From an optimization exercise on the open Yosys and OpenROAD flow, aimed at small area, a short achievable clock period and few clock cycles; shortcuts taken in it are not production practice.
Function was checked by simulation only, so behaviour that the tests miss may differ from the original.
No activity file was given, so power comes from the tool's default toggle rates.

==> flow/design.v <==
package teq_pkg;
	localparam logic [1:0] MODE_SCHEDULE = 2'd0;
	localparam logic [1:0] MODE_TICK     = 2'd1;
	localparam logic [1:0] MODE_CLEAR    = 2'd2;
	localparam logic [2:0] KIND_FIRED     = 3'd0;
	localparam logic [2:0] KIND_NO_EVENT  = 3'd1;
	localparam logic [2:0] KIND_SCHEDULED = 3'd2;
	localparam logic [2:0] KIND_DROPPED   = 3'd3;
	localparam logic [2:0] KIND_CLEARED   = 3'd4;
	localparam int unsigned MAX_FIRED = 16;
	localparam int unsigned FIRED_W   = 5;
	typedef enum logic [1:0] {
		OP_HOLD,
		OP_INSERT,
		OP_POP
	} queue_op_t;
endpackage
module teq_cell #(
	parameter int TIME_WIDTH   = 48,
	parameter int HANDLE_WIDTH = 8
) (
	input  logic                    clk,
	input  teq_pkg::queue_op_t      op,
	input  logic                    occ,
	input  logic                    prev_keep,
	input  logic [TIME_WIDTH-1:0]   new_due,
	input  logic [HANDLE_WIDTH-1:0] new_handle,
	input  logic [TIME_WIDTH-1:0]   left_due,
	input  logic [HANDLE_WIDTH-1:0] left_handle,
	input  logic [TIME_WIDTH-1:0]   right_due,
	input  logic [HANDLE_WIDTH-1:0] right_handle,
	output logic                    keep,
	output logic [TIME_WIDTH-1:0]   due,
	output logic [HANDLE_WIDTH-1:0] handle
);
	logic [TIME_WIDTH-1:0]   due_q;
	logic [HANDLE_WIDTH-1:0] handle_q;
	assign keep   = occ && (due_q <= new_due);
	assign due    = due_q;
	assign handle = handle_q;
	always_ff @(posedge clk) begin
		case (op)
			teq_pkg::OP_INSERT: begin
				if (!keep) begin
					if (prev_keep) begin
						due_q    <= new_due;
						handle_q <= new_handle;
					end else begin
						due_q    <= left_due;
						handle_q <= left_handle;
					end
				end
			end
			teq_pkg::OP_POP: begin
				due_q    <= right_due;
				handle_q <= right_handle;
			end
			default: ;
		endcase
	end
endmodule
module teq_row #(
	parameter int QUEUE_DEPTH  = 16,
	parameter int TIME_WIDTH   = 48,
	parameter int HANDLE_WIDTH = 8,
	parameter int COUNT_W      = $clog2(QUEUE_DEPTH + 1)
) (
	input  logic                    clk,
	input  teq_pkg::queue_op_t      op,
	input  logic [COUNT_W-1:0]      count,
	input  logic [TIME_WIDTH-1:0]   new_due,
	input  logic [HANDLE_WIDTH-1:0] new_handle,
	output logic [TIME_WIDTH-1:0]   head_due,
	output logic [HANDLE_WIDTH-1:0] head_handle,
	output logic [TIME_WIDTH-1:0]   next_due
);
	logic [TIME_WIDTH-1:0]   due_w    [QUEUE_DEPTH];
	logic [HANDLE_WIDTH-1:0] handle_w [QUEUE_DEPTH];
	logic                    keep_w   [QUEUE_DEPTH];
	assign head_due    = due_w[0];
	assign head_handle = handle_w[0];
	assign next_due    = due_w[1];
	for (genvar i = 0; i < QUEUE_DEPTH; i++) begin : g_cell
		logic                    occ;
		logic                    prev_keep;
		logic [TIME_WIDTH-1:0]   left_due;
		logic [HANDLE_WIDTH-1:0] left_handle;
		logic [TIME_WIDTH-1:0]   right_due;
		logic [HANDLE_WIDTH-1:0] right_handle;
		assign occ = count > COUNT_W'(i);
		if (i == 0) begin : g_head
			assign prev_keep   = 1'b1;
			assign left_due    = new_due;
			assign left_handle = new_handle;
		end else begin : g_body
			assign prev_keep   = keep_w[i-1];
			assign left_due    = due_w[i-1];
			assign left_handle = handle_w[i-1];
		end
		if (i == QUEUE_DEPTH - 1) begin : g_tail
			assign right_due    = due_w[i];
			assign right_handle = handle_w[i];
		end else begin : g_inner
			assign right_due    = due_w[i+1];
			assign right_handle = handle_w[i+1];
		end
		teq_cell #(
			.TIME_WIDTH  (TIME_WIDTH),
			.HANDLE_WIDTH(HANDLE_WIDTH)
		) u_cell (
			.clk         (clk),
			.op          (op),
			.occ         (occ),
			.prev_keep   (prev_keep),
			.new_due     (new_due),
			.new_handle  (new_handle),
			.left_due    (left_due),
			.left_handle (left_handle),
			.right_due   (right_due),
			.right_handle(right_handle),
			.keep        (keep_w[i]),
			.due         (due_w[i]),
			.handle      (handle_w[i])
		);
	end
endmodule
module timer_event_queue_top #(
	parameter int QUEUE_DEPTH  = 16,
	parameter int HANDLE_WIDTH = 8,
	parameter int TIME_WIDTH   = 48
) (
	input  logic                    clk,
	input  logic                    arst_n,
	input  logic                    in_valid,
	output logic                    in_ready,
	input  logic [1:0]              mode,
	input  logic [TIME_WIDTH-1:0]   due_time,
	input  logic [HANDLE_WIDTH-1:0] event_handle,
	input  logic [TIME_WIDTH-1:0]   clock_reading,
	output logic                    out_valid,
	input  logic                    out_ready,
	output logic [2:0]              kind,
	output logic [HANDLE_WIDTH-1:0] fired_handle,
	output logic [TIME_WIDTH-1:0]   fire_time,
	output logic [TIME_WIDTH-1:0]   tick_gap,
	output logic [63:0]             total_elapsed,
	output logic                    last,
	input  logic                    cfg_valid,
	output logic                    cfg_ready,
	input  logic [TIME_WIDTH-1:0]   cfg_data
);
	localparam int COUNT_W = $clog2(QUEUE_DEPTH + 1);
	localparam int FW      = teq_pkg::FIRED_W;
	typedef enum logic [2:0] {
		ST_IDLE,
		ST_SCHED,
		ST_FLOOR,
		ST_CUR,
		ST_DELTA,
		ST_SUM,
		ST_POP,
		ST_CLEAR
	} state_t;
	state_t                  state_q;
	logic [TIME_WIDTH-1:0]   target_q;
	logic [TIME_WIDTH-1:0]   due_q;
	logic [HANDLE_WIDTH-1:0] handle_q;
	logic [TIME_WIDTH-1:0]   clock_q;
	logic [COUNT_W-1:0]      count_q;
	logic [TIME_WIDTH-1:0]   last_tick_q;
	logic [TIME_WIDTH-1:0]   last_delta_q;
	logic [63:0]             elapsed_q;
	logic [TIME_WIDTH-1:0]   floor_q;
	logic [TIME_WIDTH-1:0]   cur_q;
	logic [FW-1:0]           popped_q;
	logic                    out_valid_q;
	logic [2:0]              kind_q;
	logic [HANDLE_WIDTH-1:0] fired_handle_q;
	logic [TIME_WIDTH-1:0]   fire_time_q;
	logic [TIME_WIDTH-1:0]   tick_gap_q;
	logic [63:0]             total_elapsed_q;
	logic                    last_q;
	logic [TIME_WIDTH-1:0]   head_due;
	logic [HANDLE_WIDTH-1:0] head_handle;
	logic [TIME_WIDTH-1:0]   next_due;
	logic [TIME_WIDTH:0]     floor_sum;
	logic                    out_free;
	logic                    due_past;
	logic                    q_full;
	logic                    head_exp;
	logic                    next_exp;
	teq_pkg::queue_op_t      op;
	logic                    emit_en;
	logic [2:0]              emit_kind;
	logic [HANDLE_WIDTH-1:0] emit_handle;
	logic [TIME_WIDTH-1:0]   emit_time;
	logic                    emit_last;
	logic                    emit_clear;
	assign in_ready  = (state_q == ST_IDLE);
	assign cfg_ready = 1'b1;
	assign out_valid     = out_valid_q;
	assign kind          = kind_q;
	assign fired_handle  = fired_handle_q;
	assign fire_time     = fire_time_q;
	assign tick_gap      = tick_gap_q;
	assign total_elapsed = total_elapsed_q;
	assign last          = last_q;
	teq_row #(
		.QUEUE_DEPTH (QUEUE_DEPTH),
		.TIME_WIDTH  (TIME_WIDTH),
		.HANDLE_WIDTH(HANDLE_WIDTH),
		.COUNT_W     (COUNT_W)
	) u_row (
		.clk        (clk),
		.op         (op),
		.count      (count_q),
		.new_due    (due_q),
		.new_handle (handle_q),
		.head_due   (head_due),
		.head_handle(head_handle),
		.next_due   (next_due)
	);
	assign floor_sum = {1'b0, last_tick_q} + {1'b0, target_q};
	assign out_free = !out_valid_q || out_ready;
	assign due_past = due_q <= last_tick_q;
	assign q_full   = count_q == COUNT_W'(QUEUE_DEPTH);
	assign head_exp = (count_q != '0) && (popped_q < FW'(teq_pkg::MAX_FIRED))
		&& (head_due <= cur_q);
	assign next_exp = (count_q > COUNT_W'(1)) && (popped_q < FW'(teq_pkg::MAX_FIRED - 1))
		&& (next_due <= cur_q);
	always_comb begin
		emit_en     = 1'b0;
		emit_kind   = teq_pkg::KIND_FIRED;
		emit_handle = '0;
		emit_time   = '0;
		emit_last   = 1'b1;
		emit_clear  = 1'b0;
		op          = teq_pkg::OP_HOLD;
		case (state_q)
			ST_SCHED: begin
				if (out_free) begin
					emit_en     = 1'b1;
					emit_handle = handle_q;
					if (due_past) begin
						emit_kind = teq_pkg::KIND_FIRED;
						emit_time = last_tick_q;
					end else if (q_full) begin
						emit_kind = teq_pkg::KIND_DROPPED;
					end else begin
						emit_kind = teq_pkg::KIND_SCHEDULED;
						op        = teq_pkg::OP_INSERT;
					end
				end
			end
			ST_POP: begin
				if (out_free) begin
					emit_en   = 1'b1;
					emit_time = cur_q;
					if (head_exp) begin
						emit_kind   = teq_pkg::KIND_FIRED;
						emit_handle = head_handle;
						emit_last   = !next_exp;
						op          = teq_pkg::OP_POP;
					end else begin
						emit_kind = teq_pkg::KIND_NO_EVENT;
					end
				end
			end
			ST_CLEAR: begin
				if (out_free) begin
					emit_en    = 1'b1;
					emit_kind  = teq_pkg::KIND_CLEARED;
					emit_clear = 1'b1;
				end
			end
			default: ;
		endcase
	end
	always_ff @(posedge clk or negedge arst_n) begin
		if (!arst_n) begin
			state_q      <= ST_IDLE;
			target_q     <= '0;
			count_q      <= '0;
			last_tick_q  <= '0;
			last_delta_q <= '0;
			elapsed_q    <= '0;
			popped_q     <= '0;
			out_valid_q  <= 1'b0;
		end else begin
			if (cfg_valid && cfg_ready) begin
				target_q <= cfg_data;
			end
			if (emit_en) begin
				out_valid_q     <= 1'b1;
				kind_q          <= emit_kind;
				fired_handle_q  <= emit_handle;
				fire_time_q     <= emit_time;
				tick_gap_q      <= emit_clear ? '0 : last_delta_q;
				total_elapsed_q <= emit_clear ? '0 : elapsed_q;
				last_q          <= emit_last;
			end else if (out_ready) begin
				out_valid_q <= 1'b0;
			end
			case (op)
				teq_pkg::OP_INSERT: count_q <= count_q + COUNT_W'(1);
				teq_pkg::OP_POP:    count_q <= count_q - COUNT_W'(1);
				default: ;
			endcase
			unique case (state_q)
				ST_IDLE: begin
					if (in_valid) begin
						due_q    <= due_time;
						handle_q <= event_handle;
						clock_q  <= clock_reading;
						case (mode)
							teq_pkg::MODE_SCHEDULE: state_q <= ST_SCHED;
							teq_pkg::MODE_TICK:     state_q <= ST_FLOOR;
							teq_pkg::MODE_CLEAR:    state_q <= ST_CLEAR;
							default:                state_q <= ST_IDLE;
						endcase
					end
				end
				ST_SCHED: begin
					if (emit_en) begin
						state_q <= ST_IDLE;
					end
				end
				ST_FLOOR: begin
					floor_q <= floor_sum[TIME_WIDTH] ? '1 : floor_sum[TIME_WIDTH-1:0];
					state_q <= ST_CUR;
				end
				ST_CUR: begin
					cur_q   <= (clock_q < floor_q) ? floor_q : clock_q;
					state_q <= ST_DELTA;
				end
				ST_DELTA: begin
					last_delta_q <= cur_q - last_tick_q;
					last_tick_q  <= cur_q;
					state_q      <= ST_SUM;
				end
				ST_SUM: begin
					elapsed_q <= elapsed_q + 64'(last_delta_q);
					popped_q  <= '0;
					state_q   <= ST_POP;
				end
				ST_POP: begin
					if (emit_en) begin
						popped_q <= popped_q + FW'(1);
						if (emit_last) begin
							state_q <= ST_IDLE;
						end
					end
				end
				ST_CLEAR: begin
					if (emit_en) begin
						count_q      <= '0;
						last_delta_q <= '0;
						elapsed_q    <= '0;
						last_tick_q  <= clock_q;
						state_q      <= ST_IDLE;
					end
				end
				default: state_q <= ST_IDLE;
			endcase
		end
	end
endmodule
==> flow/run.sh <==
#!/bin/bash
# synth_recipe.tcl (not shown) runs the flow's synth.tcl, then flattens the netlist and writes it again
# the make line also repeats each setting of config.mk as NAME=value (left out here)
make -C /OpenROAD-flow-scripts/flow DESIGN_CONFIG=/design/flow/config.mk WORK_HOME=/design/flow/orfs CLKGATE_MAP_FILE= SYNTH_SCRIPT=/design/flow/synth_recipe.tcl finish
==> flow/config.mk <==
export PLATFORM = sky130hd
export DESIGN_NAME = timer_event_queue_top
export DESIGN_NICKNAME = timer_event_queue_top
export VERILOG_FILES = /design/flow/design.v
export SDC_FILE = /design/flow/constraint.sdc
export NUM_CORES = 4
export LEC_CHECK = 0
export CAP_MARGIN = 35
export CORE_MARGIN = 2
export CORE_UTILIZATION = 35
export SLEW_MARGIN = 30
==> flow/constraint.sdc <==
create_clock -name core_clock -period 7.0 [get_ports {clk}]
set_input_delay 1.4000 -clock core_clock [delete_from_list [all_inputs] [get_ports {clk}]]
set_output_delay 1.4000 -clock core_clock [all_outputs]
set_load 0.01 [all_outputs]
==> notes.md <==
sequential cells by signal, indices dropped and copies added, names as in the netlist:
register                      cells
out_valid_q                       1
u_row.g_cell.u_cell.handle_q    128
popped_q                          5
clock_q                          48
last_tick_q                      48
handle_q                          8
state_q                           3
last_q                            1
elapsed_q                        64
last_delta_q                     48
due_q                            48
tick_gap_q                       48
u_row.g_cell.u_cell.due_q       768
floor_q                          48
fire_time_q                      48
count_q                           5
kind_q                            3
total_elapsed_q                  64
target_q                         48
fired_handle_q                    8
cur_q                            48
layout make-up:
cell class	instances	area, µm²
Fill cell	27300	170000
Multi-Input combinational cell	7404	53600
Sequential cell	1490	43600
Timing Repair Buffer	581	5740
Clock buffer	218	4810
Tap cell	3762	4710
Clock inverter	114	1340
Inverter	269	1010
Antenna cell	9	22.5
stage by stage:
step                      power [mW]  cells  worst slack [ps]
after floorplan                 28.8   9806              -362
after global placement          35.6  13500               495
after detailed placement        36.2  13500              1320
after CTS                       46.4  13800              1270
after global routing            49.1  13800               910
final                           46.6  13800              1110
cells in the final DEF, fill, tap and decap left out, types with 41 or more instances in the layout:
cell type,count
nand2b_1,52
clkdlybuf4s50_1,330
nor2b_1,74
nand4_1,236
edfxtp_1,1268
and2_1,117
nand3_1,70
mux2_2,88
clkbuf_16,184
mux2i_1,611
a311oi_1,416
xor2_1,64
o21ai_0,907
a21oi_1,637
o21a_1,46
nor3_1,330
ha_1,1113
inv_1,262
nor2_1,488
a21o_1,458
a221o_1,62
and3_1,85
xnor2_1,63
buf_4,197
o21ai_1,41
nand2_1,963
a22o_1,60
dfrtp_1,222
power breakdown:
group | switching (mW) | leakage (nW) | internal (mW)
sequential | 1.96 | 14.3 | 13.1
clock | 4.18 | 2.97 | 5.90
combinational | 13.5 | 28.3 | 7.99
total | 19.6 | 45.6 | 27.0
final timing paths:
kind / to / slack [ps] / startpoint
setup / recovery: u_row.g_cell[4].u_cell.handle_q[5]$_DFFE_PP_ / 1110 / due_q[45]$_DFFE_PP_
setup reg to reg: u_row.g_cell[4].u_cell.handle_q[5]$_DFFE_PP_ / 1110 / due_q[45]$_DFFE_PP_
hold / removal: elapsed_q[0]$_DFFE_PN0P_ / 460 / arst_n
min in group core_clock: elapsed_q[50]$_DFFE_PN0P_ / 490 / elapsed_q[50]$_DFFE_PN0P_
hold reg to reg: elapsed_q[50]$_DFFE_PN0P_ / 490 / elapsed_q[50]$_DFFE_PN0P_
max in group asynchronous: last_tick_q[43]$_DFFE_PN0P_ / 4640 / arst_n
logic make-up after synthesis:
group / Yosys count / share of synthesized area (%)
XOR/XNOR: 127 / 1.11
AND/OR/NAND/NOR: 2531 / 11.7
adder cells (fa/ha/maj): 1117 / 14.0
AO/OA/AOI/OAI: 2906 / 18.7
multiplexers: 722 / 7.42
flip-flops: 1490 / 43.5
other: 1 / 0.00374
buffers and inverters: 912 / 3.62
layer usage:
metal	GRT usage (%)	vias up
li1	-	37700
met1	34.3	41400
met2	37.4	4170
met3	4.03	741
met4	10.9	6
met5	0	-
worst max-delay path, delay by kind of cell (launching register included):
family	cells	cell delay [ps]
buffers and inverters	5	1150
adders and majority gates	2	760
AOI/OAI and AO/OA	2	530
DFF	1	690
and+or+nand+nor	8	2380
==> notes.md <==
final WL 373000 µm; Yosys cell types 87; setup_tns 0 ps; Post-Layout Inst Area 0.115 mm²; final hold vios 0; routed length on met2 163000 µm; Hold Path Class in -> async; total number of vias 84000; post-CTS sizing 0; Max Fclk 0.170 GHz; Initial Util 35.2%; Final Critical Period 5890 ps; WL/cell 27.0 µm; worst-path cell chain ha_1 -> and4_1 -> nand3_1 -> nor4_1 -> buf_4 -> nand3_1 -> nor2_1 -> inv_1 -> o21ai_0 -> nand3_1 -> inv_1 -> nand2_1 -> ha_4 -> buf_12 -> buf_4 -> nor2_1 -> a311oi_1; DP HPWL 276000 µm; CTS tree built; post-layout util 40.3%; clk latency of the worst-skew pair 910 ps; Core ar. 0.285 mm²; slowest CP cell nor4_1; CP endpoint kind flop; share of flip-flops with an asynchronous set or reset 14.9%; Post-synth EDFFs 1268; RSZ-0062 raised after global routing false; post-synthesis sequential area ratio 43.5%; Cell Area, Placed 0.109 mm²; period utilisation layout 84.2%; Leakage Power 45.6 nW; DR top layer met5; worst hold margin 461 ps; Critical Path RT 7560 ps; yosys warns 6; area delta synth->final 14.5%; number of buffers created by CTS 181; layout cells sized above 1 7.30%; status complete, no violations; number of max-slew violations in the final report 0; top cell type's share of synthesized area 38.0%; Post-Syn Nets 11100; reg2reg path depth 17; top-count cell post-synth edfxtp_1; Synth top cells by count edfxtp_1, ha_1, nand2_1, o21ai_0, a21oi_1; Placer Congestion 0.982; Setup Fix Bufs, Post-CTS 0; antenna viol nets, final 0; root buffer cell clkbuf_16; die area 0.291 mm²; vias in the first global route 80500; GRT Util Overall 24.6%; max-cap violations 0; crit path DAT 6460 ps; Detailed Routing Iterations Pass 1 6; critical-path maximum fanout 98; Ports 334; largest net degree at the start of global routing 182; Via density 6.07; largest area contributor in the netlist edfxtp_1; Initial DRC Count 10300; pwr dens 406 mW/mm²; WL met3 32200 µm; antenna violations before repair 14; Synth area leaders edfxtp_1, ha_1, mux2i_1, dfrtp_1, o21ai_0; register clock-pin slew on the reported worst setup and hold paths 60 ps; Final setup viols 0; crit start category flop; maximum vdd drop 0.291 mV; Largest stage delay, worst path 800 ps; first-pass GRT wire length 545000 µm; cell count after synthesis 9806; max_slew headroom 30.6%; Nets 11200; Die W 539 µm; H-tree Lvls 4; Top FF cell, synth edfxtp_1; IO buf count 332; Seq cells post-synth 1490; Die H 539 µm; Worst Clk Skew 91.2 ps; Crit Path Class reg -> reg; synthesized area per cell 10.2 µm²; DRC 0; overflow left after global routing 0; most used cell, CP nand3_1; met1 WL 160000 µm; Synth Cell Area 0.100 mm²; Worst Tran Pin Value 1030 ps; row cnt 196; CTS sink count 1490; CTS Buffer Depth 4; cts hold-fix bufs 0
Testbench counts, summed over its fixed seeds: cycles 36,141.

## port drivers added, routing unchanged
The results above use ideal ports. As a check the final layout listed here was re-extracted and re-timed, cells and wires unchanged.
Step 1 (the two cells are an assumption about what drives the block):
set clk [get_ports {clk}]
set_driving_cell -lib_cell sky130_fd_sc_hd__clkbuf_16 $clk
set_driving_cell -lib_cell sky130_fd_sc_hd__buf_2 [delete_from_list [all_inputs] $clk]
Step 2, shift: input delay + t, output delay - t, t = (earliest + latest rising clock arrival at the registers) / 2. This alone moves slack from input paths to output paths.
Three values: ideal, step 1, step 2; two values: the first two.
shift t [ns]: 0.963
slack for setup (ns): 1.108 / 1.108 / 1.108
latest minus earliest clock arrival (ns): 0.092 / 0.092
worst slew at a driven data input, ns: 0.13
pins driven straight from the clock port: 1
After both steps this run still meets setup and hold. For this run, drivers alone change the setup slack by 0.000 ns; drivers and shift together by 0.000 ns.
